Background: an optimization exercise with open tools, aiming at small area. Do not read the settings as production practice.
Function was checked by simulation only, so behaviour that the tests miss may differ from the original.

===== config.mk =====
export PLATFORM = sky130hd
export DESIGN_NAME = clefia_ks_gfn12
export DESIGN_NICKNAME = clefia_ks_gfn12
export VERILOG_FILES = /design/flow/design.v
export SDC_FILE = /design/flow/constraint.sdc
export NUM_CORES = 4
export LEC_CHECK = 0
export CAP_MARGIN = 20
export CORE_MARGIN = 2
export CORE_UTILIZATION = 70
export CTS_BUF_LIST = sky130_fd_sc_hd__clkbuf_4
export CTS_CLUSTER_DIAMETER = 60
export CTS_CLUSTER_SIZE = 10
export GPL_TIMING_DRIVEN = 0
export SLEW_MARGIN = 20

===== constraint.sdc =====
create_clock -name core_clock -period 8.0 [get_ports {clk}]
set_input_delay 1.6000 -clock core_clock [delete_from_list [all_inputs] [get_ports {clk}]]
set_output_delay 1.6000 -clock core_clock [all_outputs]
set_load 0.01 [all_outputs]

===== design.v =====
module clefia_gfn4_round
(
    input  logic [127:0] t_i,
    input  logic [31:0]  rk0_i,
    input  logic [31:0]  rk1_i,
    output logic [127:0] t_c_o
);
    localparam logic [63:0] SS0 = 64'he6ca872fb14059d3;
    localparam logic [63:0] SS1 = 64'h640d2ba39cef8751;
    localparam logic [63:0] SS2 = 64'hb85ea64cf72310d9;
    localparam logic [63:0] SS3 = 64'ha26d345e0789bfc1;
    function automatic logic [3:0] gf4_x2(input logic [3:0] a);
        gf4_x2 = {a[2:0], 1'b0} ^ (a[3] ? 4'h3 : 4'h0);
    endfunction
    function automatic logic [7:0] sbox0(input logic [7:0] x);
        logic [3:0] t0, t1, u0, u1;
        logic [3:0] i0, i1, i2, i3;
        i0 = ~x[7:4];
        i1 = ~x[3:0];
        t0 = SS0[4*i0 +: 4];
        t1 = SS1[4*i1 +: 4];
        u0 = t0 ^ gf4_x2(t1);
        u1 = gf4_x2(t0) ^ t1;
        i2 = ~u0;
        i3 = ~u1;
        sbox0 = {SS2[4*i2 +: 4], SS3[4*i3 +: 4]};
    endfunction
    logic [31:0] t0, t1, t2, t3;
    logic [31:0] x0, x2;       
    logic [31:0] y0, y2;       
    logic [31:0] f0, f2;       
    assign {t0, t1, t2, t3} = t_i;
    assign x0 = rk0_i ^ t0;
    assign x2 = rk1_i ^ t2;
    assign y0[31:24] = sbox0(x0[31:24]);
    clefia_s1 u_s1_01 (.x(x0[23:16]), .y(y0[23:16]));
    assign y0[15:8] = sbox0(x0[15:8]);
    clefia_s1 u_s1_03 (.x(x0[7:0]), .y(y0[7:0]));
    clefia_m0 u_m0 (.y(y0), .f(f0));
    clefia_s1 u_s1_10 (.x(x2[31:24]), .y(y2[31:24]));
    assign y2[23:16] = sbox0(x2[23:16]);
    clefia_s1 u_s1_12 (.x(x2[15:8]), .y(y2[15:8]));
    assign y2[7:0] = sbox0(x2[7:0]);
    clefia_m1 u_m1 (.y(y2), .f(f2));
    assign t_c_o = {t1 ^ f0, t2, t3 ^ f2, t0};
endmodule
module clefia_s1 (input logic [7:0] x, output logic [7:0] y);
    logic T1, T2, T3, T4, T6, T8, T9, T10, T13, T14, T15, T16, T17, T19, T20, T22, T23, T24, T25, T26, T27, U7;
    logic a0, a1, a2, a3, a4, a5, a6, a7, a8, a9, a10, a11, a12, a13, a14, a15, a16, a17, a18, a19, a20, a21, a22, a23;
    logic M1, M2, M3, M4, M5, M6, M7, M8, M9, M10, M11, M12, M13, M14, M15, M16, M17, M18, M19, M20, M21, M22, M23, M24, M25, M26, M27, M28, M29, M30, M31, M32, M33, M34, M35, M36, M37, M38, M39, M40, M41, M42, M43, M44, M45, M46, M47, M48, M49, M50, M51, M52, M53, M54, M55, M56, M57, M58, M59, M60, M61, M62, M63;
    logic b0, b1, b2, b3, b4, b5, b6, b7, b8, b9, b10, b11, b12, b13, b14, b15, b16, b17, b18, b19, b20, b21, b22, b23, b24, b25, b26, b27, b28;
    assign a0 = x[2] ^ x[3];
    assign a1 = x[1] ^ x[4];
    assign a2 = x[6] ^ x[7];
    assign a3 = x[0] ^ a0;
    assign a4 = x[0] ^ x[1];
    assign a5 = x[5] ^ a2;
    assign a6 = x[0] ^ x[4];
    assign a7 = a0 ^ a1;
    assign a8 = x[3] ^ a1;
    assign a9 = x[5] ^ x[7];
    assign a10 = x[1] ^ a0;
    assign a11 = x[5] ^ x[6];
    assign a12 = x[3] ^ x[7];
    assign a13 = a2 ^ a8;
    assign a14 = a2 ^ a7;
    assign a15 = a1 ^ a9;
    assign a16 = x[0] ^ a1;
    assign a17 = a0 ^ a11;
    assign a18 = a5 ^ a10;
    assign a19 = x[7] ^ a0;
    assign a20 = a6 ^ a12;
    assign a21 = x[1] ^ a3;
    assign a22 = a3 ^ a11;
    assign a23 = x[5] ^ a8;
    assign T1 = a1;
    assign T2 = ~a6;
    assign T3 = a10;
    assign T4 = ~a4;
    assign T6 = a13;
    assign T8 = x[2];
    assign T9 = ~a19;
    assign T10 = ~a12;
    assign T13 = ~a3;
    assign T14 = a9;
    assign T15 = a15;
    assign T16 = ~a5;
    assign T17 = a17;
    assign T19 = a16;
    assign T20 = x[0];
    assign T22 = a21;
    assign T23 = ~a7;
    assign T24 = a20;
    assign T25 = a22;
    assign T26 = ~a18;
    assign T27 = ~a23;
    assign U7 = a14;
    assign M1 = T13 & T6;
    assign M2 = T23 & T8;
    assign M3 = T14 ^ M1;
    assign M4 = T19 & U7;
    assign M5 = M4 ^ M1;
    assign M6 = T3 & T16;
    assign M7 = T22 & T9;
    assign M8 = T26 ^ M6;
    assign M9 = T20 & T17;
    assign M10 = M9 ^ M6;
    assign M11 = T1 & T15;
    assign M12 = T4 & T27;
    assign M13 = M12 ^ M11;
    assign M14 = T2 & T10;
    assign M15 = M14 ^ M11;
    assign M16 = M3 ^ M2;
    assign M17 = M5 ^ T24;
    assign M18 = M8 ^ M7;
    assign M19 = M10 ^ M15;
    assign M20 = M16 ^ M13;
    assign M21 = M17 ^ M15;
    assign M22 = M18 ^ M13;
    assign M23 = M19 ^ T25;
    assign M24 = M22 ^ M23;
    assign M25 = M22 & M20;
    assign M26 = M21 ^ M25;
    assign M27 = M20 ^ M21;
    assign M28 = M23 ^ M25;
    assign M29 = M28 & M27;
    assign M30 = M26 & M24;
    assign M31 = M20 & M23;
    assign M32 = M27 & M31;
    assign M33 = M27 ^ M25;
    assign M34 = M21 & M22;
    assign M35 = M24 & M34;
    assign M36 = M24 ^ M25;
    assign M37 = M21 ^ M29;
    assign M38 = M32 ^ M33;
    assign M39 = M23 ^ M30;
    assign M40 = M35 ^ M36;
    assign M41 = M38 ^ M40;
    assign M42 = M37 ^ M39;
    assign M43 = M37 ^ M38;
    assign M44 = M39 ^ M40;
    assign M45 = M42 ^ M41;
    assign M46 = M44 & T6;
    assign M47 = M40 & T8;
    assign M48 = M39 & U7;
    assign M49 = M43 & T16;
    assign M50 = M38 & T9;
    assign M51 = M37 & T17;
    assign M52 = M42 & T15;
    assign M53 = M45 & T27;
    assign M54 = M41 & T10;
    assign M55 = M44 & T13;
    assign M56 = M40 & T23;
    assign M57 = M39 & T19;
    assign M58 = M43 & T3;
    assign M59 = M38 & T22;
    assign M60 = M37 & T20;
    assign M61 = M42 & T1;
    assign M62 = M45 & T4;
    assign M63 = M41 & T2;
    assign b0 = M59 ^ M63;
    assign b1 = M60 ^ b0;
    assign b2 = M53 ^ b1;
    assign b3 = M50 ^ b2;
    assign b4 = M58 ^ M62;
    assign b5 = M49 ^ M52;
    assign b6 = M55 ^ M56;
    assign b7 = M61 ^ b6;
    assign b8 = M48 ^ M54;
    assign b9 = M59 ^ M61;
    assign b10 = b4 ^ b9;
    assign b11 = M51 ^ M54;
    assign b12 = M47 ^ b8;
    assign b13 = M62 ^ b2;
    assign b14 = M46 ^ M49;
    assign b15 = b8 ^ b14;
    assign b16 = M57 ^ b4;
    assign b17 = b7 ^ b15;
    assign b18 = M62 ^ b1;
    assign b19 = b12 ^ b13;
    assign b20 = b5 ^ b11;
    assign b21 = M55 ^ b0;
    assign b22 = b10 ^ b20;
    assign b23 = M62 ^ b5;
    assign b24 = b5 ^ b7;
    assign b25 = b3 ^ b24;
    assign b26 = b3 ^ b17;
    assign b27 = b16 ^ b21;
    assign b28 = b3 ^ b23;
    assign y[0] = ~b18;
    assign y[1] = b10;
    assign y[2] = b26;
    assign y[3] = ~b25;
    assign y[4] = b27;
    assign y[5] = ~b19;
    assign y[6] = ~b22;
    assign y[7] = b28;
endmodule
module clefia_m0 (input logic [31:0] y, output logic [31:0] f);
    logic s0, s1, s2, s3, s4, s5, s6, s7, s8, s9, s10, s11, s12, s13, s14, s15, s16, s17, s18, s19, s20, s21, s22, s23, s24, s25, s26, s27, s28, s29, s30, s31, s32, s33, s34, s35, s36, s37, s38, s39, s40, s41, s42, s43, s44, s45, s46, s47, s48, s49, s50, s51, s52, s53, s54, s55, s56, s57, s58, s59, s60, s61, s62, s63, s64, s65, s66, s67, s68, s69, s70, s71, s72, s73, s74, s75, s76, s77, s78, s79, s80, s81, s82, s83, s84, s85, s86, s87, s88, s89, s90, s91, s92, s93, s94, s95, s96, s97, s98, s99, s100, s101, s102, s103, s104, s105, s106, s107, s108, s109, s110, s111;
    assign s0 = y[16] ^ y[0];
    assign s1 = y[17] ^ y[1];
    assign s2 = y[18] ^ y[2];
    assign s3 = y[19] ^ y[3];
    assign s4 = y[20] ^ y[4];
    assign s5 = y[21] ^ y[5];
    assign s6 = y[22] ^ y[6];
    assign s7 = y[23] ^ y[7];
    assign s8 = y[24] ^ y[8];
    assign s9 = y[25] ^ y[9];
    assign s10 = y[26] ^ y[10];
    assign s11 = y[27] ^ y[11];
    assign s12 = y[28] ^ y[12];
    assign s13 = y[29] ^ y[13];
    assign s14 = y[30] ^ y[14];
    assign s15 = y[31] ^ y[15];
    assign s16 = y[8] ^ y[0];
    assign s17 = y[9] ^ y[1];
    assign s18 = y[10] ^ y[2];
    assign s19 = y[11] ^ y[3];
    assign s20 = y[12] ^ y[4];
    assign s21 = y[13] ^ y[5];
    assign s22 = y[14] ^ y[6];
    assign s23 = y[15] ^ y[7];
    assign s24 = y[24] ^ y[16];
    assign s25 = y[25] ^ y[17];
    assign s26 = y[26] ^ y[18];
    assign s27 = y[27] ^ y[19];
    assign s28 = y[28] ^ y[20];
    assign s29 = y[29] ^ y[21];
    assign s30 = y[30] ^ y[22];
    assign s31 = y[31] ^ y[23];
    assign s32 = s1 ^ s7;
    assign s33 = s2 ^ s7;
    assign s34 = s3 ^ s7;
    assign s35 = s9 ^ s15;
    assign s36 = s10 ^ s15;
    assign s37 = s11 ^ s15;
    assign s38 = s22 ^ s23;
    assign s39 = s16 ^ s22;
    assign s40 = s17 ^ s38;
    assign s41 = s18 ^ s38;
    assign s42 = s19 ^ s23;
    assign s43 = s30 ^ s31;
    assign s44 = s24 ^ s30;
    assign s45 = s25 ^ s43;
    assign s46 = s26 ^ s43;
    assign s47 = s27 ^ s31;
    assign s48 = s7 ^ s22;
    assign s49 = s48 ^ y[24];
    assign s50 = s0 ^ s23;
    assign s51 = s50 ^ y[25];
    assign s52 = s32 ^ s39;
    assign s53 = s52 ^ y[26];
    assign s54 = s33 ^ s40;
    assign s55 = s54 ^ y[27];
    assign s56 = s34 ^ s41;
    assign s57 = s56 ^ y[28];
    assign s58 = s4 ^ s42;
    assign s59 = s58 ^ y[29];
    assign s60 = s5 ^ s20;
    assign s61 = s60 ^ y[30];
    assign s62 = s6 ^ s21;
    assign s63 = s62 ^ y[31];
    assign s64 = s15 ^ s22;
    assign s65 = s64 ^ y[16];
    assign s66 = s8 ^ s23;
    assign s67 = s66 ^ y[17];
    assign s68 = s35 ^ s39;
    assign s69 = s68 ^ y[18];
    assign s70 = s36 ^ s40;
    assign s71 = s70 ^ y[19];
    assign s72 = s37 ^ s41;
    assign s73 = s72 ^ y[20];
    assign s74 = s12 ^ s42;
    assign s75 = s74 ^ y[21];
    assign s76 = s13 ^ s20;
    assign s77 = s76 ^ y[22];
    assign s78 = s14 ^ s21;
    assign s79 = s78 ^ y[23];
    assign s80 = s7 ^ s30;
    assign s81 = s80 ^ y[8];
    assign s82 = s0 ^ s31;
    assign s83 = s82 ^ y[9];
    assign s84 = s32 ^ s44;
    assign s85 = s84 ^ y[10];
    assign s86 = s33 ^ s45;
    assign s87 = s86 ^ y[11];
    assign s88 = s34 ^ s46;
    assign s89 = s88 ^ y[12];
    assign s90 = s4 ^ s47;
    assign s91 = s90 ^ y[13];
    assign s92 = s5 ^ s28;
    assign s93 = s92 ^ y[14];
    assign s94 = s6 ^ s29;
    assign s95 = s94 ^ y[15];
    assign s96 = s15 ^ s30;
    assign s97 = s96 ^ y[0];
    assign s98 = s8 ^ s31;
    assign s99 = s98 ^ y[1];
    assign s100 = s35 ^ s44;
    assign s101 = s100 ^ y[2];
    assign s102 = s36 ^ s45;
    assign s103 = s102 ^ y[3];
    assign s104 = s37 ^ s46;
    assign s105 = s104 ^ y[4];
    assign s106 = s12 ^ s47;
    assign s107 = s106 ^ y[5];
    assign s108 = s13 ^ s28;
    assign s109 = s108 ^ y[6];
    assign s110 = s14 ^ s29;
    assign s111 = s110 ^ y[7];
    assign f[0] = s97;
    assign f[1] = s99;
    assign f[2] = s101;
    assign f[3] = s103;
    assign f[4] = s105;
    assign f[5] = s107;
    assign f[6] = s109;
    assign f[7] = s111;
    assign f[8] = s81;
    assign f[9] = s83;
    assign f[10] = s85;
    assign f[11] = s87;
    assign f[12] = s89;
    assign f[13] = s91;
    assign f[14] = s93;
    assign f[15] = s95;
    assign f[16] = s65;
    assign f[17] = s67;
    assign f[18] = s69;
    assign f[19] = s71;
    assign f[20] = s73;
    assign f[21] = s75;
    assign f[22] = s77;
    assign f[23] = s79;
    assign f[24] = s49;
    assign f[25] = s51;
    assign f[26] = s53;
    assign f[27] = s55;
    assign f[28] = s57;
    assign f[29] = s59;
    assign f[30] = s61;
    assign f[31] = s63;
endmodule
module clefia_m1 (input logic [31:0] y, output logic [31:0] f);
    logic s0, s1, s2, s3, s4, s5, s6, s7, s8, s9, s10, s11, s12, s13, s14, s15, s16, s17, s18, s19, s20, s21, s22, s23, s24, s25, s26, s27, s28, s29, s30, s31, s32, s33, s34, s35, s36, s37, s38, s39, s40, s41, s42, s43, s44, s45, s46, s47, s48, s49, s50, s51, s52, s53, s54, s55, s56, s57, s58, s59, s60, s61, s62, s63, s64, s65, s66, s67, s68, s69, s70, s71, s72, s73, s74, s75, s76, s77, s78, s79, s80, s81, s82, s83, s84, s85, s86, s87, s88, s89, s90, s91, s92, s93, s94, s95, s96, s97, s98, s99, s100, s101, s102, s103, s104, s105, s106, s107, s108, s109, s110, s111, s112, s113, s114, s115, s116, s117;
    assign s0 = y[16] ^ y[0];
    assign s1 = y[17] ^ y[1];
    assign s2 = y[18] ^ y[2];
    assign s3 = y[19] ^ y[3];
    assign s4 = y[20] ^ y[4];
    assign s5 = y[21] ^ y[5];
    assign s6 = y[22] ^ y[6];
    assign s7 = y[23] ^ y[7];
    assign s8 = y[24] ^ y[8];
    assign s9 = y[25] ^ y[9];
    assign s10 = y[26] ^ y[10];
    assign s11 = y[27] ^ y[11];
    assign s12 = y[28] ^ y[12];
    assign s13 = y[29] ^ y[13];
    assign s14 = y[30] ^ y[14];
    assign s15 = y[31] ^ y[15];
    assign s16 = y[8] ^ y[0];
    assign s17 = y[9] ^ y[1];
    assign s18 = y[10] ^ y[2];
    assign s19 = y[11] ^ y[3];
    assign s20 = y[12] ^ y[4];
    assign s21 = y[13] ^ y[5];
    assign s22 = y[14] ^ y[6];
    assign s23 = y[15] ^ y[7];
    assign s24 = y[24] ^ y[16];
    assign s25 = y[25] ^ y[17];
    assign s26 = y[26] ^ y[18];
    assign s27 = y[27] ^ y[19];
    assign s28 = y[28] ^ y[20];
    assign s29 = y[29] ^ y[21];
    assign s30 = y[30] ^ y[22];
    assign s31 = y[31] ^ y[23];
    assign s32 = s5 ^ s7;
    assign s33 = s0 ^ s5;
    assign s34 = s6 ^ s33;
    assign s35 = s1 ^ s6;
    assign s36 = s32 ^ s35;
    assign s37 = s2 ^ s6;
    assign s38 = s7 ^ s37;
    assign s39 = s3 ^ s7;
    assign s40 = s13 ^ s15;
    assign s41 = s8 ^ s13;
    assign s42 = s14 ^ s41;
    assign s43 = s9 ^ s14;
    assign s44 = s40 ^ s43;
    assign s45 = s10 ^ s14;
    assign s46 = s15 ^ s45;
    assign s47 = s11 ^ s15;
    assign s48 = s17 ^ s23;
    assign s49 = s18 ^ s23;
    assign s50 = s19 ^ s23;
    assign s51 = s25 ^ s31;
    assign s52 = s26 ^ s31;
    assign s53 = s27 ^ s31;
    assign s54 = s5 ^ s23;
    assign s55 = s54 ^ y[24];
    assign s56 = s6 ^ s16;
    assign s57 = s56 ^ y[25];
    assign s58 = s32 ^ s48;
    assign s59 = s58 ^ y[26];
    assign s60 = s34 ^ s49;
    assign s61 = s60 ^ y[27];
    assign s62 = s36 ^ s50;
    assign s63 = s62 ^ y[28];
    assign s64 = s38 ^ s20;
    assign s65 = s64 ^ y[29];
    assign s66 = s39 ^ s21;
    assign s67 = s66 ^ y[30];
    assign s68 = s4 ^ s22;
    assign s69 = s68 ^ y[31];
    assign s70 = s13 ^ s23;
    assign s71 = s70 ^ y[16];
    assign s72 = s14 ^ s16;
    assign s73 = s72 ^ y[17];
    assign s74 = s40 ^ s48;
    assign s75 = s74 ^ y[18];
    assign s76 = s42 ^ s49;
    assign s77 = s76 ^ y[19];
    assign s78 = s44 ^ s50;
    assign s79 = s78 ^ y[20];
    assign s80 = s46 ^ s20;
    assign s81 = s80 ^ y[21];
    assign s82 = s47 ^ s21;
    assign s83 = s82 ^ y[22];
    assign s84 = s12 ^ s22;
    assign s85 = s84 ^ y[23];
    assign s86 = s5 ^ s31;
    assign s87 = s86 ^ y[8];
    assign s88 = s6 ^ s24;
    assign s89 = s88 ^ y[9];
    assign s90 = s32 ^ s51;
    assign s91 = s90 ^ y[10];
    assign s92 = s34 ^ s52;
    assign s93 = s92 ^ y[11];
    assign s94 = s36 ^ s53;
    assign s95 = s94 ^ y[12];
    assign s96 = s38 ^ s28;
    assign s97 = s96 ^ y[13];
    assign s98 = s39 ^ s29;
    assign s99 = s98 ^ y[14];
    assign s100 = s4 ^ s30;
    assign s101 = s100 ^ y[15];
    assign s102 = s13 ^ s31;
    assign s103 = s102 ^ y[0];
    assign s104 = s14 ^ s24;
    assign s105 = s104 ^ y[1];
    assign s106 = s40 ^ s51;
    assign s107 = s106 ^ y[2];
    assign s108 = s42 ^ s52;
    assign s109 = s108 ^ y[3];
    assign s110 = s44 ^ s53;
    assign s111 = s110 ^ y[4];
    assign s112 = s46 ^ s28;
    assign s113 = s112 ^ y[5];
    assign s114 = s47 ^ s29;
    assign s115 = s114 ^ y[6];
    assign s116 = s12 ^ s30;
    assign s117 = s116 ^ y[7];
    assign f[0] = s103;
    assign f[1] = s105;
    assign f[2] = s107;
    assign f[3] = s109;
    assign f[4] = s111;
    assign f[5] = s113;
    assign f[6] = s115;
    assign f[7] = s117;
    assign f[8] = s87;
    assign f[9] = s89;
    assign f[10] = s91;
    assign f[11] = s93;
    assign f[12] = s95;
    assign f[13] = s97;
    assign f[14] = s99;
    assign f[15] = s101;
    assign f[16] = s71;
    assign f[17] = s73;
    assign f[18] = s75;
    assign f[19] = s77;
    assign f[20] = s79;
    assign f[21] = s81;
    assign f[22] = s83;
    assign f[23] = s85;
    assign f[24] = s55;
    assign f[25] = s57;
    assign f[26] = s59;
    assign f[27] = s61;
    assign f[28] = s63;
    assign f[29] = s65;
    assign f[30] = s67;
    assign f[31] = s69;
endmodule
module clefia_ks_gfn12
(
    input  logic               clk,
    input  logic               rst,
    input  logic               start,
    input  logic [127:0]       key,
    output logic [3:0]         Round,
    input  logic [63:0]        CON,
    output logic               busy,
    output logic               done,
    output logic [127:0]       L
);
    logic [127:0] t_q;
    logic [127:0] t_rnd;
    logic [3:0]   round_q;
    logic [127:0] l_q;
    logic         done_q;
    logic         run_c, last_c;
    assign run_c  = |round_q;
    assign last_c = round_q[3] & round_q[2];
    clefia_gfn4_round u_round (
        .t_i    (t_q),
        .rk0_i  (CON[63:32]),
        .rk1_i  (CON[31:0]),
        .t_c_o  (t_rnd)
    );
    always_ff @(posedge clk) begin
        t_q <= run_c ? t_rnd : key;
    end
    always_ff @(posedge clk) begin
        if (rst) begin
            round_q <= 4'd0;
            done_q  <= 1'b0;
            l_q     <= '0;
        end else begin
            done_q <= last_c;
            if (last_c)
                round_q <= 4'd0;
            else if (run_c)
                round_q <= round_q + 4'd1;
            else if (start && !done_q)
                round_q <= 4'd1;
            if (last_c)
                l_q <= {t_rnd[31:0], t_rnd[127:32]};
        end
    end
    assign Round = round_q;
    assign busy  = run_c;
    assign done  = done_q;
    assign L     = l_q;
endmodule

===== flow/run.sh =====
#!/bin/bash
# Layout flow: the standard flow (standard.sh) with
#  - synthesis by flow/synth.tcl: the standard synthesis with its combinational
#    logic mapped for area (registers unchanged; see synth.tcl),
#  - minimum-size buffers (buf_1) on the ports.
# make's full output goes to layout.log here; ORFS's per-step logs stay under orfs/logs.
set -euo pipefail
W=$(pwd)
F=$W/flow
bash standard.sh SYNTH_SCRIPT=$F/synth.tcl \
  "BUFFER_PORTS_ARGS=-buffer_cell sky130_fd_sc_hd__buf_1" \
  finish > $W/layout.log 2>&1

===== flow/area.abc =====
strash; &get -n; &dch; &nf -a -R 1000; &put; topo

===== flow/synth.tcl =====
# The standard synthesis script (synth_recipe.tcl) with three changes that
# touch only the combinational logic:
#  - Yosys's synth runs with -noabc (no intermediate generic ABC pass),
#  - ORFS's half/full-adder extraction (extract_fa) is skipped,
#  - the final ABC technology mapping uses flow/area.abc, an area-oriented
#    script, in place of ORFS's speed script.
# Every register, its name and its cell type are those of the standard synthesis.
set area_abc_script [file join [file dirname [file normalize [info script]]] area.abc]
proc synth {args} { yosys synth -nofsm -noshare -noabc {*}$args }
proc extract_fa {args} { puts "extract_fa skipped" }
proc abc {args} {
  set i [lsearch -exact $args -script]
  if { $i >= 0 } { set args [lreplace $args $i [expr {$i + 1}] -script $::area_abc_script] }
  yosys abc {*}$args
}
source $::env(SCRIPTS_DIR)/synth.tcl
# left out here: clear keep_hierarchy, flatten, clean up, hide names made inside functions, write 1_2_yosys.v

===== standard.sh =====
#!/bin/bash
# synth_recipe.tcl (not shown) runs the flow's synth.tcl, then flattens the netlist and writes it again
# the make line also repeats each setting of config.mk as NAME=value (left out here)
make -C /OpenROAD-flow-scripts/flow DESIGN_CONFIG=/design/flow/config.mk WORK_HOME=/design/flow/orfs CLKGATE_MAP_FILE= SYNTH_SCRIPT=/design/flow/synth_recipe.tcl "${@:-finish}"

==> parameters.txt, run 1 <==
Parameter                              Value

Timing
  Slew of the pin with the lowest slew margin    0.9842 ns
  Setup repair after global routing missed its margin    false
  Maximum clock skew at final layout    0.04101 ns
  Part of the cycle the worst path needs    0.9343
  Final hold violation count    0
  Aggregate negative setup slack    0 ns
  Time the final worst path needs with I/O delays and setup    7.474 ns
  Number of pins exceeding their max-slew limit in the final report    0
  Worst slew margin relative to its limit    0.3369
  Highest clock rate    133.8 MHz
  Endpoints failing setup    0

Floorplanning
  Die area    23730 um2
  Starting utilization of the core area    0.7178
  Boundary Pins    329
  Horizontal die dimension    154.1 um
  Height of the die    154.1 um
  Core Area    21960 um2
  Placement row count    54

Final layout
  Nets    2461
  Number of fill cells in the layout    1497
  Area of all placed cells without fillers    17870 um2
  Layout cell share with drive strength beyond 1    0.02250
  Total area of multi-input combinational cells    10500 um2
  Synth-to-layout area growth    13.38%
  Register cell area after layout    5225 um2

Synthesis
  Leading cell types by total area after synthesis    dfxtp_1 (33%), xnor2_1 (28%), xor2_1 (12%), nand2_1 (8.0%), nor2_1 (4.8%)
  Register area share after synthesis    0.3315
  Mapped cell area    15760 um2
  Number of warnings printed during yosys synthesis    2
  Gate Count Post-Synth    1894
  Mean Syn Cell Area    8.322 um2
  Leading area contributor after synthesis    dfxtp_1
  Synth cell count leaders    xnor2_1 (503), nand2_1 (334), dfxtp_1 (261), xor2_1 (208), nor2_1 (202)
  Cell variety after synth    33
  Most frequent cell after synthesis    xnor2_1
  Number of flip-flops and latches in the synthesized netlist    261
  Area share of the leading cell type in the synthesized netlist    0.3315
  Primary FF master, synth    dfxtp_1
  Post-synth EDFFs    0
  Nets in the synthesized netlist    2089
  Post-synthesis async set-or-reset flop share    0

Clock tree
  H-Tree Level Count    1
  Clock tree sinks    261
  Worst-skew pair later-pin latency    0.74 ns
  Resized cells post-CTS    0
  Clock edge transition at the registers on the reported setup and hold paths    0.10 ns
  Buffer type at the clock tree root    clkbuf_4
  Clock Tree Buf Depth    3
  Number of buffers added to fix hold violations after cts    0
  Total clock buffers created by CTS    30
  Post-CTS setup buffer count    0
  Clock tree from TritonCTS    yes

Job
  Number of maximum-capacitance constraint violations    0

Critical path
  CP delay by family, top    XOR/XNOR gates
  Cells along the critical path    buf_1, xor2_1, xor2_1, xnor2_1, xor2_1, nor2_1, xnor2_1, xnor2_1, xnor2_1, o21ai_0, xnor2_1, xnor2_1, nor2_1, xor2_1, xnor2_1, xnor2_1, xor2_1, xnor2_1, xnor2_1, xnor2_1, xor2_1, xnor2_1, o21ai_0
  Bufs and invs on worst path    1
  Worst Setup Path Type    input pin to register
  Most used cell along the critical path    xnor2_1
  Critical Path Source Type    input pin
  Worst Setup End Kind    register
  Crit-path max cell delay    0.75 ns
  Critical path required time    8.57 ns
  Critical path arrival    8.04 ns
  CP max-delay cell    xnor2_1
  Critical path peak fanout    6

Global route
  Maximum number of pins on one net before global-route repair    102
  Gr ovfl total    0
  Initial antenna violation count    2
  All-Layer GR Usage    0.3948
  First-pass GRT wire length    74310 um
  Via count of the first global-routing pass    14180

Detailed routing
  Post-route antenna net violation count    0
  Detailed-route DRC error count    0
  Number of search-and-repair iterations in the first detailed-routing pass    6
  Avg WL per Cell    19.08 um
  Vias per Instance    5.743
  DRT iter0 DRCs    1237
  Routed via count    14640
  Wire length reported by the detailed router    48630 um

Status
  Outcome    finished clean

Place
  Area post-placement    17610 um2
  Detail Placement HPWL    38720 um
  Placer congestion estimate    0.9835
  Port-buffer cells    328

Min path
  Min-delay worst type    register to register
==> worst min-delay path: stages, from the launching register on <==
cell	delay, ns
dfxtp_1	0.34
nand2_1	0.04
o21ai_0	0.06
==> area by class of cell <==
type,count,area share
Inverter,21,0.004761
Clock buffer,31,0.01302
Timing Repair Buffer,340,0.08198
Antenna cell,2,0.0002800
Clock inverter,2,0.0007701
Tap cell,280,0.01960
Sequential cell,261,0.2924
Multi-Input combinational cell,1612,0.5872
==> flip-flops by register name (all words and copies together) (netlist names) <==
signal   count
t_q        128
round_q      4
done_q       1
l_q        128
==> per-stage QoR <==
stage / instances / worst slack [ns] / hold slack, ns / util
2_1_floorplan: 1894 / 0.9903 / 0.4469 / -
3_3_place_gp: 2502 / -3.056 / 0.4328 / 0.7905
3_5_place_dp: 2514 / -0.2026 / 0.4403 / 0.8021
4_1_cts: 2547 / 0.5198 / 0.4660 / 0.8133
5_1_grt: 2549 / 0.02147 / 0.4936 / 0.8139
6_report: 2549 / 0.5256 / 0.4629 / 0.8139
==> metal layers <==
layer / wire length, um / share of wire / vias to the layer above / GRT usage
li1: - / - / 6883 / -
met1: 19430 / 0.40 / 6783 / 0.5010
met2: 22370 / 0.46 / 822 / 0.6615
met3: 4250 / 0.087 / 152 / 0.05665
met4: 2580 / 0.053 / 0 / 0.1909
met5: 0 / 0 / - / 0
==> cells by family after synthesis <==
family / Yosys count / share of synthesized area
multiplexers: 4 / 0.002619
XOR/XNOR: 712 / 0.3966
AO/OA/AOI/OAI: 308 / 0.1166
buffers and inverters: 21 / 0.005001
flip-flops: 261 / 0.3315
AND/OR/NAND/NOR: 588 / 0.1477
==> path summary, 6_finish.rpt <==
| check | start | endpoint | slack (ns) | depth (start not counted) |
|---|---|---|---|---|
| setup / recovery | CON[25] | l_q[4]$_SDFFE_PP0P_ | 0.53 | 23 |
| hold / removal | l_q[14]$_SDFFE_PP0P_ | l_q[14]$_SDFFE_PP0P_ | 0.46 | 2 |
| setup reg to reg | t_q[57]$_DFF_P_ | l_q[4]$_SDFFE_PP0P_ | 1.07 | 22 |
| hold reg to reg | l_q[14]$_SDFFE_PP0P_ | l_q[14]$_SDFFE_PP0P_ | 0.46 | 2 |
==> layout by cell type (no fill, tap or decap), drive strengths merged, types with 6 or more instances in the layout <==
cell type  synthesis  layout
a31oi              6       6
clkinv            21      23
nor3               6       6
xor2             208     208
clkbuf             0      31
xnor2            503     503
o21ai            101     101
or2                6       6
buf                0     340
dfxtp            261     261
a22o              64      64
o22ai              6       6
nor2b             13      13
nand2            334     334
nand2b            18      18
a21oi            117     117
nor2             202     202
==> inputs of run 2 (changes only) <==
--- a/config.mk
+++ b/config.mk
@@ -9,7 +9,7 @@
 export CORE_MARGIN = 2
 export CORE_UTILIZATION = 70
 export CTS_BUF_LIST = sky130_fd_sc_hd__clkbuf_4
-export CTS_CLUSTER_DIAMETER = 60
-export CTS_CLUSTER_SIZE = 10
+export CTS_CLUSTER_DIAMETER = 50
+export CTS_CLUSTER_SIZE = 8
 export GPL_TIMING_DRIVEN = 0
 export SLEW_MARGIN = 20
==> parameters.txt, run 2 <==
Parameter                              Value

Critical path
  Critical path peak fanout    6 (unchanged)
  Critical Path Source Type    input pin (unchanged)
  Worst Setup End Kind    register (unchanged)
  Critical path arrival    8.04 ns (about the same)
  Critical path required time    8.52 ns (was 8.57 ns)
  Worst Setup Path Type    input pin to register (unchanged)

Synthesis
  Area share of the leading cell type in the synthesized netlist    0.3315 (unchanged)
  Nets in the synthesized netlist    2089 (unchanged)
  Gate Count Post-Synth    1894 (unchanged)
  Synth cell count leaders    xnor2_1 (503), nand2_1 (334), dfxtp_1 (261), xor2_1 (208), nor2_1 (202) (unchanged)
  Most frequent cell after synthesis    xnor2_1 (unchanged)
  Post-synthesis async set-or-reset flop share    0 (unchanged)
  Leading cell types by total area after synthesis    dfxtp_1 (33%), xnor2_1 (28%), xor2_1 (12%), nand2_1 (8.0%), nor2_1 (4.8%) (unchanged)
  Leading area contributor after synthesis    dfxtp_1 (unchanged)
  Number of flip-flops and latches in the synthesized netlist    261 (unchanged)
  Number of warnings printed during yosys synthesis    2 (unchanged)
  Register area share after synthesis    0.3315 (unchanged)
  Cell variety after synth    33 (unchanged)
  Post-synth EDFFs    0 (unchanged)
  Mapped cell area    15760 um2 (unchanged)
  Primary FF master, synth    dfxtp_1 (unchanged)
  Mean Syn Cell Area    8.322 um2 (unchanged)

Floorplanning
  Horizontal die dimension    154.1 um (unchanged)
  Boundary Pins    329 (unchanged)
  Height of the die    154.1 um (unchanged)
  Placement row count    54 (unchanged)
  Core Area    21960 um2 (unchanged)
  Die area    23730 um2 (unchanged)
  Starting utilization of the core area    0.7178 (unchanged)

Final layout
  Biggest registers after layout    l_q: 128 flops, t_q: 128 flops, round_q: 4 flops (unchanged)
  Final instance count without filler cells    2564 (was 2549)
  Fraction of the core area covered by cells at the end of the flow    0.8210 (was 0.8139)
  Most frequent standard cell in the layout excluding fill and tap cells    xnor2_1 (unchanged)
  Synth-to-layout area growth    14.37% (was 13.38%)
  Most frequent cells in the layout    xnor2_1 (501), nand2_1 (334), buf_1 (328), dfxtp_1 (261), xor2_1 (208) (was xnor2_1 (502), nand2_1 (334), buf_1 (328), dfxtp_1 (261), xor2_1 (208))
  Layout cell share with drive strength beyond 1    0.02936 (was 0.02250)
  Nets    2471 (was 2461)

Detailed routing
  DRT iter0 DRCs    1392 (was 1237)
  Post-route antenna net violation count    0 (unchanged)
  Detailed-route DRC error count    0 (unchanged)
  Vias per Instance    5.805 (was 5.743)
  Avg WL per Cell    19.13 um (was 19.08 um)
  Routed via count    14880 (was 14640)
  Number of search-and-repair iterations in the first detailed-routing pass    6 (unchanged)
  Wire length reported by the detailed router    49040 um (was 48630 um)

Timing
  Slew of the pin with the lowest slew margin    0.9939 ns (was 0.9842 ns)
  Time the final worst path needs with I/O delays and setup    7.521 ns (was 7.474 ns)
  Setup repair after global routing missed its margin    false (unchanged)
  Part of the cycle the worst path needs    0.9401 (was 0.9343)
  Number of pins exceeding their max-slew limit in the final report    0 (unchanged)
  Endpoints failing setup    0 (unchanged)
  Worst slew margin relative to its limit    0.3304 (was 0.3369)
  Final hold violation count    0 (unchanged)
  Highest clock rate    133.0 MHz (was 133.8 MHz)
  Maximum clock skew at final layout    0.03085 ns (was 0.04101 ns)

Global route
  First-pass GRT wire length    74910 um (was 74310 um)
  All-Layer GR Usage    0.3995 (was 0.3948)
  Via count of the first global-routing pass    14340 (was 14180)
  Maximum number of pins on one net before global-route repair    102 (unchanged)
  Initial antenna violation count    2 (unchanged)
  Gr ovfl total    0 (unchanged)

Place
  Detail Placement HPWL    38720 um (unchanged)
  Placer congestion estimate    0.9835 (unchanged)
  Port-buffer cells    328 (unchanged)
  Placed cell count    2514 (unchanged)

Clock tree
  Clock tree from TritonCTS    yes (unchanged)
  Buffer type at the clock tree root    clkbuf_4 (unchanged)
  Clock tree sinks    261 (unchanged)
  H-Tree Level Count    2 (was 1)
  Clock Tree Buf Depth    3 (unchanged)
  Number of buffers added to fix hold violations after cts    0 (unchanged)
  Total clock buffers created by CTS    40 (was 30)
  Clock edge transition at the registers on the reported setup and hold paths    0.09 ns (was 0.10 ns)
  Worst-skew pair later-pin latency    0.68 ns (was 0.74 ns)

Status
  Outcome    finished clean (unchanged)

Job
  Number of maximum-capacitance constraint violations    0 (unchanged)

Min path
  Min-delay worst type    register to register (unchanged)
[run 2: stage by stage]
stage	area [um2]	setup TNS, ns	hold WS [ns]	setup slack, ns
6_report	18030	0	0.4610	0.4790
5_1_grt	18030	0	0.4880	0.05123
4_1_cts	18010	0	0.4601	0.4600
3_5_place_dp	17610	-1.324	0.4403	-0.2026
3_3_place_gp	17360	-444.52	0.4328	-3.056
2_1_floorplan	15780	0	0.4469	0.9903
[run 2: layer usage]
layer	up-vias	share of wire	global-route usage
met2	900	0.46	0.6667
met4	0	0.050	0.2034
met1	6916	0.39	0.5029
met5	-	0	0
met3	155	0.092	0.06116
li1	6912	-	-
[run 2: area by class of cell]
class | instances | area (um2)
sequential | 261 | 5225
clock buffer | 41 | 307.8
antenna | 2 | 5.005
inverter | 21 | 85.08
multi-input combinational | 1612 | 10500
fill | 1471 | 3931
timing repair buffer | 340 | 1465
clock inverter | 7 | 86.33
tap | 280 | 350.3
[run 2: critical path, cell delays in order]
cell,delay [ns]
buf_1,0.09
xnor2_1,0.38
xnor2_2,0.23
xnor2_1,0.37
xnor2_1,0.15
o21ai_0,0.18
o21ai_0,0.18
xnor2_1,0.37
nor2b_1,0.28
xor2_1,0.20
mux2i_1,0.46
xor2_1,0.31
xor2_1,0.13
nor2_1,0.35
xor2_1,0.35
xnor2_2,0.22
xnor2_1,0.58
xor2_1,0.55
xnor2_1,0.23
xnor2_1,0.22
xnor2_1,0.42
o21ai_0,0.17
[run 2: kinds of logic (layout without fill, tap and decap cells)]
group	after synthesis	in the layout	synth area share
muxes	4	4	0.002619
xor gates and xnor gates	712	712	0.3966
and+or+nand+nor	588	588	0.1477
AOI/OAI and AO/OA	308	308	0.1166
buffers and inverters	21	409	0.005001
other	0	2	0
DFF	261	261	0.3315
[run 2: timing repair]
item,CTS,global route
setup endpoints to repair,0,11
buffers inserted,0,0
gates resized for setup,0,2
[run 2: worst paths after layout]
check | cells after the start | slack (ns) | to | start
worst min-delay path | 2 | 0.46 | l_q[79]$_SDFFE_PP0P_ | l_q[79]$_SDFFE_PP0P_
worst min register to register | 2 | 0.46 | l_q[79]$_SDFFE_PP0P_ | l_q[79]$_SDFFE_PP0P_
worst max register to register | 22 | 1.11 | l_q[4]$_SDFFE_PP0P_ | t_q[57]$_DFF_P_
worst max-delay path | 22 | 0.48 | l_q[82]$_SDFFE_PP0P_ | CON[33]
==> inputs of run 3 (changes only) <==
--- a/config.mk
+++ b/config.mk
@@ -8,8 +8,8 @@
 export CAP_MARGIN = 20
 export CORE_MARGIN = 2
 export CORE_UTILIZATION = 70
-export CTS_BUF_LIST = sky130_fd_sc_hd__clkbuf_4
-export CTS_CLUSTER_DIAMETER = 50
-export CTS_CLUSTER_SIZE = 8
+export CTS_BUF_LIST = sky130_fd_sc_hd__clkbuf_4 sky130_fd_sc_hd__clkbuf_8
+export CTS_CLUSTER_DIAMETER = 80
+export CTS_CLUSTER_SIZE = 12
 export GPL_TIMING_DRIVEN = 0
 export SLEW_MARGIN = 20
==> parameters.txt, run 3 <==
Parameter                              Value

Final layout
  Synth-to-layout area growth    14.31% (was 14.37%)
  Area of all placed cells without fillers    18020 um2 (was 18030 um2)
  Nets    2456 (was 2471)
  Number of fill cells in the layout    1463 (was 1471)
  Register cell area after layout    5225 um2 (unchanged)
  Biggest registers after layout    l_q: 128 flops, t_q: 128 flops, round_q: 4 flops (unchanged)
  Final instance count without filler cells    2542 (was 2564)
  Total area of multi-input combinational cells    10530 um2 (was 10500 um2)
  Layout cell share with drive strength beyond 1    0.02167 (was 0.02936)
  Most frequent standard cell in the layout excluding fill and tap cells    xnor2_1 (unchanged)
  Most frequent cells in the layout    xnor2_1 (499), nand2_1 (334), buf_1 (328), dfxtp_1 (261), xor2_1 (207) (was xnor2_1 (501), nand2_1 (334), buf_1 (328), dfxtp_1 (261), xor2_1 (208))

Critical path
  Critical path arrival    7.87 ns (was 8.04 ns)
  Worst Setup Path Type    input pin to register (unchanged)
  Critical Path Source Type    input pin (unchanged)
  Critical path required time    8.39 ns (was 8.52 ns)
  R2r worst-path depth    21 (was 22)
  Terminus of the critical flop-to-flop path    l_q[20]$_SDFFE_PP0P_ (was l_q[4]$_SDFFE_PP0P_)
  Critical path peak fanout    6 (unchanged)
  Worst reg2reg setup slack    1.26 ns (was 1.11 ns)
  Most used cell along the critical path    xnor2_1 (unchanged)
  CP max-delay cell    xnor2_1 (unchanged)
  Worst Setup End Kind    register (unchanged)
  Reg-to-reg startpoint    t_q[44]$_DFF_P_ (was t_q[57]$_DFF_P_)
  Cells along the critical path    buf_1, xor2_1, xnor2_1, xnor2_1, xnor2_1, nor2_1, xnor2_1, xnor2_1, clkinv_1, o21ai_0, xnor2_1, xor2_1, nor2_1, xor2_1, xnor2_1, xnor2_1, xnor2_1, xnor2_1, xnor2_1, xor3_1, xnor2_1, o21ai_0 (was buf_1, xnor2_1, xnor2_2, xnor2_1, xnor2_1, o21ai_0, o21ai_0, xnor2_1, nor2b_1, xor2_1, mux2i_1, xor2_1, xor2_1, nor2_1, xor2_1, xnor2_2, xnor2_1, xor2_1, xnor2_1, xnor2_1, xnor2_1, o21ai_0)
  Start point of the critical path    CON[9] (was CON[33])
  Crit-path max cell delay    0.62 ns (was 0.58 ns)

Floorplanning
  Starting utilization of the core area    0.7178 (unchanged)
  Boundary Pins    329 (unchanged)
  Die area    23730 um2 (unchanged)
  Placement row count    54 (unchanged)
  Core Area    21960 um2 (unchanged)
  Height of the die    154.1 um (unchanged)
  Horizontal die dimension    154.1 um (unchanged)

Synthesis
  Mean Syn Cell Area    8.322 um2 (unchanged)
  Leading area contributor after synthesis    dfxtp_1 (unchanged)
  Primary FF master, synth    dfxtp_1 (unchanged)
  Most frequent cell after synthesis    xnor2_1 (unchanged)
  Nets in the synthesized netlist    2089 (unchanged)
  Leading cell types by total area after synthesis    dfxtp_1 (33%), xnor2_1 (28%), xor2_1 (12%), nand2_1 (8.0%), nor2_1 (4.8%) (unchanged)
  Post-synthesis async set-or-reset flop share    0 (unchanged)
  Register area share after synthesis    0.3315 (unchanged)
  Area share of the leading cell type in the synthesized netlist    0.3315 (unchanged)
  Number of warnings printed during yosys synthesis    2 (unchanged)
  Gate Count Post-Synth    1894 (unchanged)
  Cell variety after synth    33 (unchanged)
  Post-synth EDFFs    0 (unchanged)
  Synth cell count leaders    xnor2_1 (503), nand2_1 (334), dfxtp_1 (261), xor2_1 (208), nor2_1 (202) (unchanged)
  Mapped cell area    15760 um2 (unchanged)
  Number of flip-flops and latches in the synthesized netlist    261 (unchanged)

Min path
  Hold Crit Start    l_q[65]$_SDFFE_PP0P_ (was l_q[79]$_SDFFE_PP0P_)
  Hold endpoint    l_q[65]$_SDFFE_PP0P_ (was l_q[79]$_SDFFE_PP0P_)
  Min-delay worst type    register to register (unchanged)
  Number of instances on the worst hold path    2 (unchanged)

Detailed routing
  Vias per Instance    5.801 (was 5.805)
  Detailed-route DRC error count    0 (unchanged)
  Wire length reported by the detailed router    48800 um (was 49040 um)
  DRT iter0 DRCs    1372 (was 1392)
  Routed via count    14750 (was 14880)
  Avg WL per Cell    19.20 um (was 19.13 um)
  Number of search-and-repair iterations in the first detailed-routing pass    6 (unchanged)
  Post-route antenna net violation count    0 (unchanged)

Place
  Area post-placement    17610 um2 (unchanged)
  Placed cell count    2514 (unchanged)
  Detail Placement HPWL    38720 um (unchanged)
  Port-buffer cells    328 (unchanged)
  Placement-stage worst setup slack    -0.2026 ns (unchanged)
  Placer congestion estimate    0.9835 (unchanged)

Timing
  Number of pins exceeding their max-slew limit in the final report    0 (unchanged)
  Crit path setup slack, layout    0.5254 ns (was 0.4790 ns)
  Worst slew margin relative to its limit    0.3174 (was 0.3304)
  Endpoints failing setup    0 (unchanged)
  Aggregate negative setup slack    0 ns (unchanged)
  Part of the cycle the worst path needs    0.9343 (was 0.9401)
  Worst hold slack after final layout    0.4601 ns (was 0.4610 ns)
  Maximum clock skew at final layout    0.02830 ns (was 0.03085 ns)
  Highest clock rate    133.8 MHz (was 133.0 MHz)
  Final hold violation count    0 (unchanged)
  Time the final worst path needs with I/O delays and setup    7.475 ns (was 7.521 ns)
  Slew of the pin with the lowest slew margin    1.013 ns (was 0.9939 ns)
  Setup repair after global routing missed its margin    false (unchanged)

Clock tree
  Clock tree from TritonCTS    yes (unchanged)
  Buffer type at the clock tree root    clkbuf_8 (was clkbuf_4)
  Worst-skew pair later-pin latency    0.57 ns (was 0.68 ns)
  Number of buffers added to fix hold violations after cts    0 (unchanged)
  Total clock buffers created by CTS    25 (was 40)
  H-Tree Level Count    1 (was 2)
  Post-CTS setup buffer count    0 (unchanged)
  Resized cells post-CTS    0 (unchanged)
  Clock tree sinks    261 (unchanged)
  Clock Tree Buf Depth    3 (unchanged)
  Clock edge transition at the registers on the reported setup and hold paths    0.09 ns (about the same)

Global route
  First-pass GRT wire length    74740 um (was 74910 um)
  Maximum number of pins on one net before global-route repair    102 (unchanged)
  Gr ovfl total    0 (unchanged)
  Initial antenna violation count    1 (was 2)
  Via count of the first global-routing pass    14120 (was 14340)
  All-Layer GR Usage    0.3965 (was 0.3995)

Job
  Number of maximum-capacitance constraint violations    0 (unchanged)

Status
  Outcome    finished clean (unchanged)
==> run 3: routing by layer <==
| layer | track usage | share of wire | vias to the layer above |
|---|---|---|---|
| li1 | - | - | 6863 |
| met1 | 0.5062 | 0.40 | 6906 |
| met2 | 0.6688 | 0.46 | 832 |
| met3 | 0.05778 | 0.082 | 146 |
| met4 | 0.1740 | 0.049 | 0 |
| met5 | 0 | 0 | - |
==> run 3: logic make-up (layout without fill, tap and decap cells) <==
kind of cell,Yosys count,after routing,share of synthesized area
flops,261,261,0.3315
mux,4,4,0.002619
simple gates,588,588,0.1477
xor+xnor,712,712,0.3966
other cells,0,1,0
compound gates,308,308,0.1166
buf+inv,21,388,0.005001
==> run 3: layout make-up <==
class                   instances  share of cell area
multi-input cells            1612              0.5841
flip-flops and latches        261              0.2900
repair buffers                340             0.08131
clock buffers                  27             0.02028
well taps                     280             0.01944
inverters                      21            0.004722
diodes                          1           0.0001389
==> run 3: worst max path at each step <==
stage                                end  slack (ns)
floorplan                           busy        0.99
CTS                 l_q[84]$_SDFFE_PP0P_        0.35
global placement                    busy       -3.06
global route        l_q[20]$_SDFFE_PP0P_        0.10
finish              l_q[20]$_SDFFE_PP0P_        0.53
detailed placement  l_q[84]$_SDFFE_PP0P_       -0.20
==> run 3: stage by stage <==
stage,utilization
2_1_floorplan,-
3_3_place_gp,0.7905
3_5_place_dp,0.8021
4_1_cts,0.8187
5_1_grt,0.8206
6_report,0.8206
==> run 3: worst max-delay path: cells and delay by family <==
family                 cells  cell delay [ns]
AO/OA/AOI/OAI              2             0.43
XOR/XNOR                  16             5.38
buffers and inverters      2             0.26
AND/OR/NAND/NOR            2             0.21
==> inputs of run 4 (changes only) <==
--- a/config.mk
+++ b/config.mk
@@ -5,11 +5,11 @@
 export SDC_FILE = /design/flow/constraint.sdc
 export NUM_CORES = 4
 export LEC_CHECK = 0
-export CAP_MARGIN = 20
+export CAP_MARGIN = 0
 export CORE_MARGIN = 2
-export CORE_UTILIZATION = 70
+export CORE_UTILIZATION = 60
 export CTS_BUF_LIST = sky130_fd_sc_hd__clkbuf_4 sky130_fd_sc_hd__clkbuf_8
 export CTS_CLUSTER_DIAMETER = 80
 export CTS_CLUSTER_SIZE = 12
 export GPL_TIMING_DRIVEN = 0
-export SLEW_MARGIN = 20
+export SLEW_MARGIN = 0
==> parameters.txt, run 4 <==
Parameter                              Value

Timing
  Setup repair after global routing missed its margin    false (unchanged)
  Maximum clock skew at final layout    0.02548 ns (was 0.02830 ns)
  Final hold violation count    0 (unchanged)
  Aggregate negative setup slack    0 ns (unchanged)
  Worst hold slack after final layout    0.4544 ns (was 0.4601 ns)
  Highest clock rate    134.3 MHz (was 133.8 MHz)
  Worst slew margin relative to its limit    0.3208 (was 0.3174)
  Number of pins exceeding their max-slew limit in the final report    0 (unchanged)
  Endpoints failing setup    0 (unchanged)
  Part of the cycle the worst path needs    0.9307 (was 0.9343)
  Time the final worst path needs with I/O delays and setup    7.445 ns (was 7.475 ns)
  Slew of the pin with the lowest slew margin    1.011 ns (was 1.013 ns)

Critical path
  Critical path arrival    7.86 ns (was 7.87 ns)
  CP max-delay cell    mux2i_1 (was xnor2_1)
  Critical Path Source Type    input pin (unchanged)
  Critical path required time    8.42 ns (was 8.39 ns)
  Cells along the critical path    buf_1, xnor2_1, xnor2_2, xnor2_1, xnor2_1, o21ai_0, o21ai_0, xnor2_1, nor2b_1, xor2_1, mux2i_1, xor2_1, xor2_1, nor2_1, xor2_1, xnor2_2, xnor2_2, xor2_1, xor2_1, xnor2_1, xnor2_1, a21oi_1 (was buf_1, xor2_1, xnor2_1, xnor2_1, xnor2_1, nor2_1, xnor2_1, xnor2_1, clkinv_1, o21ai_0, xnor2_1, xor2_1, nor2_1, xor2_1, xnor2_1, xnor2_1, xnor2_1, xnor2_1, xnor2_1, xor3_1, xnor2_1, o21ai_0)
  Crit-path max cell delay    0.52 ns (was 0.62 ns)
  Worst Setup Path Type    input pin to register (unchanged)
  Critical path peak fanout    6 (unchanged)
  Bufs and invs on worst path    1 (was 2)
  Worst Setup End Kind    register (unchanged)
  CP delay by family, top    XOR/XNOR gates (unchanged)

Synthesis
  Area share of the leading cell type in the synthesized netlist    0.3315 (unchanged)
  Mapped cell area    15760 um2 (unchanged)
  Nets in the synthesized netlist    2089 (unchanged)
  Leading cell types by total area after synthesis    dfxtp_1 (33%), xnor2_1 (28%), xor2_1 (12%), nand2_1 (8.0%), nor2_1 (4.8%) (unchanged)
  Gate Count Post-Synth    1894 (unchanged)
  Register area share after synthesis    0.3315 (unchanged)
  Number of warnings printed during yosys synthesis    2 (unchanged)
  Post-synthesis async set-or-reset flop share    0 (unchanged)
  Leading area contributor after synthesis    dfxtp_1 (unchanged)
  Primary FF master, synth    dfxtp_1 (unchanged)
  Cell variety after synth    33 (unchanged)
  Post-synth EDFFs    0 (unchanged)
  Mean Syn Cell Area    8.322 um2 (unchanged)
  Number of flip-flops and latches in the synthesized netlist    261 (unchanged)
  Synth cell count leaders    xnor2_1 (503), nand2_1 (334), dfxtp_1 (261), xor2_1 (208), nor2_1 (202) (unchanged)
  Most frequent cell after synthesis    xnor2_1 (unchanged)

Clock tree
  Buffer type at the clock tree root    clkbuf_8 (unchanged)
  Number of buffers added to fix hold violations after cts    0 (unchanged)
  Clock tree from TritonCTS    yes (unchanged)
  Total clock buffers created by CTS    25 (unchanged)
  Worst-skew pair later-pin latency    0.58 ns (was 0.57 ns)
  Clock Tree Buf Depth    3 (unchanged)
  Clock edge transition at the registers on the reported setup and hold paths    0.09 ns (about the same)
  Clock tree sinks    261 (unchanged)
  Post-CTS setup buffer count    0 (unchanged)
  H-Tree Level Count    1 (unchanged)

Floorplanning
  Die area    27580 um2 (was 23730 um2)
  Placement row count    59 (was 54)
  Horizontal die dimension    166.1 um (was 154.1 um)
  Boundary Pins    329 (unchanged)
  Core Area    25910 um2 (was 21960 um2)
  Height of the die    166.1 um (was 154.1 um)
  Starting utilization of the core area    0.6083 (was 0.7178)

Final layout
  Total area of multi-input combinational cells    10520 um2 (was 10530 um2)
  Layout cell share with drive strength beyond 1    0.02123 (was 0.02167)
  Nets    2455 (was 2456)
  Synth-to-layout area growth    14.61% (was 14.31%)
  Most frequent cells in the layout    xnor2_1 (499), nand2_1 (334), buf_1 (328), dfxtp_1 (261), xor2_1 (208) (was xnor2_1 (499), nand2_1 (334), buf_1 (328), dfxtp_1 (261), xor2_1 (207))
  Final instance count without filler cells    2598 (was 2542)
  Register cell area after layout    5225 um2 (unchanged)
  Biggest registers after layout    l_q: 128 flops, t_q: 128 flops, round_q: 4 flops (unchanged)
  Fraction of the core area covered by cells at the end of the flow    0.6972 (was 0.8206)
  Most frequent standard cell in the layout excluding fill and tap cells    xnor2_1 (unchanged)
  Number of fill cells in the layout    2245 (was 1463)

Place
  Placed cell count    2568 (was 2514)
  Port-buffer cells    328 (unchanged)
  Placer congestion estimate    0.9680 (was 0.9835)
  Detail Placement HPWL    39010 um (was 38720 um)

Global route
  Maximum number of pins on one net before global-route repair    106 (was 102)
  First-pass GRT wire length    72840 um (was 74740 um)
  Initial antenna violation count    2 (was 1)
  Gr ovfl total    0 (unchanged)
  All-Layer GR Usage    0.3333 (was 0.3965)
  Via count of the first global-routing pass    13530 (was 14120)

Detailed routing
  Number of search-and-repair iterations in the first detailed-routing pass    5 (was 6)
  Wire length reported by the detailed router    48240 um (was 48800 um)
  Routed via count    14100 (was 14750)
  Detailed-route DRC error count    0 (unchanged)
  Vias per Instance    5.428 (was 5.801)
  DRT iter0 DRCs    921 (was 1372)
  Avg WL per Cell    18.57 um (was 19.20 um)
  Post-route antenna net violation count    0 (unchanged)

Job
  Number of maximum-capacitance constraint violations    0 (unchanged)

Status
  Outcome    finished clean (unchanged)

Min path
  Min-delay worst type    register to register (unchanged)
[run 4: cell counts after synthesis]
Identical to the previous run, type by type.
[run 4: final cells by class]
type	count	share of cell area
Tap cell	335	0.02320
Inverter	21	0.004710
Multi-Input combinational cell	1612	0.5821
Clock inverter	1	0.0004156
Sequential cell	261	0.2892
Timing Repair Buffer	339	0.07986
Clock buffer	27	0.02022
Antenna cell	2	0.0002770
[run 4: worst min-delay path, stage by stage, from the launching register on]
cell and delay [ns]:
dfxtp_1 0.33, nand2_1 0.04, o21ai_0 0.05
[run 4: metrics by stage]
step / cell area (um2) / setup slack, ns
after floorplan: 15780 / 0.9903
after global placement: 17430 / -3.372
after detailed placement: 17660 / -0.3479
after CTS: 18030 / 0.2251
after global routing: 18060 / 0.03295
final: 18060 / 0.5546
[run 4: per-layer routing]
layer | vias to the layer above | wire [um] | GRT usage
met2 | 587 | 21670 | 0.5432
met1 | 6563 | 21350 | 0.4543
li1 | 6867 | - | -
met3 | 86 | 3530 | 0.04838
met4 | 0 | 1687 | 0.1138
met5 | - | 0 | 0
[run 4: final timing paths]
kind                               end                 start  slack (ns)  depth (start not counted)
setup / recovery      t_q[124]$_DFF_P_               CON[33]        0.55                         22
hold / removal    l_q[18]$_SDFFE_PP0P_  l_q[18]$_SDFFE_PP0P_        0.45                          2
setup reg to reg      t_q[124]$_DFF_P_      t_q[113]$_DFF_P_        1.27                         22
hold reg to reg   l_q[18]$_SDFFE_PP0P_  l_q[18]$_SDFFE_PP0P_        0.45                          2
[run 4: repair_timing]
item,in CTS,in global routing
resized for setup,0,4
endpoints found under the hold margin,0,0
endpoints found under the setup margin,0,24
[run 4: kinds of logic (layout without fill, tap and decap cells)]
| family | after synthesis | count (layout) | share of synthesized area |
|---|---|---|---|
| flops | 261 | 261 | 0.3315 |
| simple gates | 588 | 588 | 0.1477 |
| xor+xnor | 712 | 712 | 0.3966 |
| compound gates | 308 | 308 | 0.1166 |
| buf+inv | 21 | 388 | 0.005001 |
| other cells | 0 | 2 | 0 |
| mux | 4 | 4 | 0.002619 |
==> inputs of run 5 (changes only) <==
--- a/config.mk
+++ b/config.mk
@@ -5,11 +5,11 @@
 export SDC_FILE = /design/flow/constraint.sdc
 export NUM_CORES = 4
 export LEC_CHECK = 0
-export CAP_MARGIN = 0
+export CAP_MARGIN = 20
 export CORE_MARGIN = 2
 export CORE_UTILIZATION = 60
 export CTS_BUF_LIST = sky130_fd_sc_hd__clkbuf_4 sky130_fd_sc_hd__clkbuf_8
 export CTS_CLUSTER_DIAMETER = 80
 export CTS_CLUSTER_SIZE = 12
 export GPL_TIMING_DRIVEN = 0
-export SLEW_MARGIN = 0
+export SLEW_MARGIN = 20
==> parameters.txt, run 5 <==
Parameter                              Value

Clock tree
  Clock tree sinks    261 (unchanged)
  Clock edge transition at the registers on the reported setup and hold paths    0.09 ns (about the same)
  Clock Tree Buf Depth    3 (unchanged)
  Worst-skew pair later-pin latency    0.58 ns (about the same)
  Total clock buffers created by CTS    25 (unchanged)
  Buffer type at the clock tree root    clkbuf_8 (unchanged)

Global route
  Gr ovfl total    0 (unchanged)
  All-Layer GR Usage    0.3333 (about the same)
  Via count of the first global-routing pass    13260 (was 13530)
  First-pass GRT wire length    72850 um (was 72840 um)
  Maximum number of pins on one net before global-route repair    106 (unchanged)

Detailed routing
  Avg WL per Cell    18.47 um (was 18.57 um)
  Routed via count    13980 (was 14100)
  Post-route antenna net violation count    0 (unchanged)
  Detailed-route DRC error count    0 (unchanged)
  Number of search-and-repair iterations in the first detailed-routing pass    5 (unchanged)
  Wire length reported by the detailed router    47990 um (was 48240 um)
  Vias per Instance    5.379 (was 5.428)

Place
  Port-buffer cells    328 (unchanged)
  Placer congestion estimate    0.9680 (unchanged)

Critical path
  Worst Setup End Kind    register (unchanged)
  Crit-path max cell delay    0.50 ns (was 0.52 ns)
  Critical Path Source Type    input pin (unchanged)
  CP max-delay cell    mux2i_1 (unchanged)
  Cells along the critical path    buf_1, xnor2_1, xnor2_2, xnor2_1, xnor2_1, o21ai_0, o21ai_0, xnor2_1, nor2b_1, xor2_1, mux2i_1, xor2_1, xor2_1, nor2_1, xor2_1, xnor2_2, xnor2_2, xor2_1, xor2_1, xnor2_1, xnor2_1, a21oi_1 (unchanged)
  Critical path arrival    7.94 ns (was 7.86 ns)
  Worst Setup Path Type    input pin to register (unchanged)

Final layout
  Area of all placed cells without fillers    18070 um2 (was 18060 um2)
  Most frequent cells in the layout    xnor2_1 (499), nand2_1 (334), buf_1 (328), dfxtp_1 (261), xor2_1 (208) (unchanged)
  Total area of multi-input combinational cells    10520 um2 (about the same)
  Nets    2456 (was 2455)
  Synth-to-layout area growth    14.64% (was 14.61%)
  Register cell area after layout    5225 um2 (unchanged)
  Number of fill cells in the layout    2251 (was 2245)
  Fraction of the core area covered by cells at the end of the flow    0.6974 (was 0.6972)
  Biggest registers after layout    l_q: 128 flops, t_q: 128 flops, round_q: 4 flops (unchanged)

Synthesis
  XOR/XNOR Fraction of Synth Area    0.3966 (unchanged)
  Leading cell types by total area after synthesis    dfxtp_1 (33%), xnor2_1 (28%), xor2_1 (12%), nand2_1 (8.0%), nor2_1 (4.8%) (unchanged)
  Post-synthesis async set-or-reset flop share    0 (unchanged)
  Cell variety after synth    33 (unchanged)
  Combinational family with the most area after synthesis    XOR/XNOR gates (unchanged)
  Mapped cell area    15760 um2 (unchanged)
  Register area share after synthesis    0.3315 (unchanged)
  Leading area contributor after synthesis    dfxtp_1 (unchanged)
  Compound-cell area share of the yosys netlist    0.1166 (unchanged)
  Area share of the leading cell type in the synthesized netlist    0.3315 (unchanged)
  Primary FF master, synth    dfxtp_1 (unchanged)
  Share of cell area taken by muxes after synthesis    0.002619 (unchanged)
  Arithmetic-cell share of the synthesized area counting full adders, half adders and majority gates    0 (unchanged)
  Most frequent cell after synthesis    xnor2_1 (unchanged)
  Post-synthesis share of cell area spent on and, or, nand and nor gates    0.1477 (unchanged)

Timing
  Setup repair after global routing missed its margin    false (unchanged)
  Time the final worst path needs with I/O delays and setup    7.511 ns (was 7.445 ns)
  Slew of the pin with the lowest slew margin    0.8767 ns (was 1.011 ns)
  Worst slew margin relative to its limit    0.4137 (was 0.3208)
  Number of pins exceeding their max-slew limit in the final report    0 (unchanged)

Floorplanning
  Placement row count    59 (unchanged)
  Die area    27580 um2 (unchanged)
  Horizontal die dimension    166.1 um (unchanged)
  Boundary Pins    329 (unchanged)
  Starting utilization of the core area    0.6083 (unchanged)
  Height of the die    166.1 um (unchanged)

Job
  Number of maximum-capacitance constraint violations    0 (unchanged)

Min path
  Min-delay worst type    register to register (unchanged)

Status
  Outcome    finished clean (unchanged)
run 5: cell types whose count changed in the layout (fill, tap and decap cells not counted), sizes merged:
cell    change
buf         +1
clkbuf      -2
clkinv      +1
run 5: worst max-delay path, delay by kind of cell:
kind                   cells  cell delay [ns]
multiplexers               1             0.50
XOR/XNOR                  15             4.57
AND/OR/NAND/NOR            2             0.60
buffers and inverters      1             0.09
AO/OA/AOI/OAI              3             0.57
run 5: through the flow:
stage / cells / worst slack, ns / hold slack (ns) / TNS [ns]
after floorplan: 1894 / 0.9903 / 0.4469 / 0
after global placement: 2557 / -3.372 / 0.4327 / -516.25
after detailed placement: 2569 / -0.3581 / 0.4408 / -3.610
after CTS: 2596 / 0.2376 / 0.4586 / 0
after global routing: 2596 / 0.03124 / 0.4809 / 0
final: 2598 / 0.4892 / 0.4562 / 0
run 5: timing repair:
| item | 4_1_cts | 5_1_grt |
|---|---|---|
| setup buffers | 0 | 0 |
| endpoints found under the setup margin | 0 | 24 |
| hold buffers | 0 | 0 |
| resized for setup | 0 | 4 |
run 5: layout make-up:
type / count / area share
inverters: 21 / 0.004916
clock inverters: 2 / 0.0006924
clock buffers: 25 / 0.01904
multi-input cells: 1612 / 0.5821
diodes: 2 / 0.0002770
flip-flops and latches: 261 / 0.2892
repair buffers: 340 / 0.08067
well taps: 335 / 0.02320
run 5: worst paths after layout:
| path | from | cells after the start | to | slack (ns) |
|---|---|---|---|---|
| max | CON[33] | 22 | t_q[124]$_DFF_P_ | 0.49 |
| min | l_q[6]$_SDFFE_PP0P_ | 2 | l_q[6]$_SDFFE_PP0P_ | 0.46 |
| max reg2reg | t_q[97]$_DFF_P_ | 21 | t_q[124]$_DFF_P_ | 1.21 |
| min reg2reg | l_q[6]$_SDFFE_PP0P_ | 2 | l_q[6]$_SDFFE_PP0P_ | 0.46 |
run 5: layer usage:
layer	vias to the layer above	track usage	share of wire
met5	-	0	0
met4	0	0.1100	0.033
met3	84	0.05338	0.077
met2	594	0.5349	0.45
met1	6434	0.4595	0.44
li1	6863	-	-
run 5: kinds of logic (layout without fill, tap and decap cells):
group                     Yosys count  in the layout
other                               0              2
xor gates and xnor gates          712            712
AOI/OAI and AO/OA                 308            308
DFF                               261            261
and+or+nand+nor                   588            588
buffers and inverters              21            388
muxes                               4              4

## re-timing with driven ports
The flow's constraints put no driver on any port. The routed layouts listed below were extracted and timed again, unchanged, in two steps.
Step 1: set_driving_cell puts a clkbuf_16 on clk and a buf_2 on each other input, an assumption about the parent block.
Step 2 times the ports against the registers' clock, not the clock port: input delays grow and output delays shrink by t, the midpoint of the rising clock arrivals with the driver on.
Slacks: no drivers / after step 1 / after step 2; pairs: no drivers / after step 1.
run	t (ns)	setup WS [ns]	hold slack, ns	worst register clock-pin slew, ns
run 1	0.763	0.526 / 0.547 / -0.216	0.463 / 0.463 / 0.463	0.12 / 0.12
run 2	0.711	0.479 / 0.499 / -0.212	0.461 / 0.461 / 0.461	0.10 / 0.10
run 3	0.605	0.525 / 0.550 / -0.055	0.460 / 0.460 / 0.460	0.10 / 0.10
run 4	0.609	0.555 / 0.574 / -0.035	0.454 / 0.454 / 0.454	0.09 / 0.09
run 5	0.619	0.489 / 0.516 / -0.103	0.456 / 0.456 / 0.456	0.09 / 0.09
With both steps, setup timing fails in every run listed, where it was met with ideal ports. The setup slack of run 1, which loses most, moves by +0.021 ns with the drivers and by -0.742 ns with both steps.
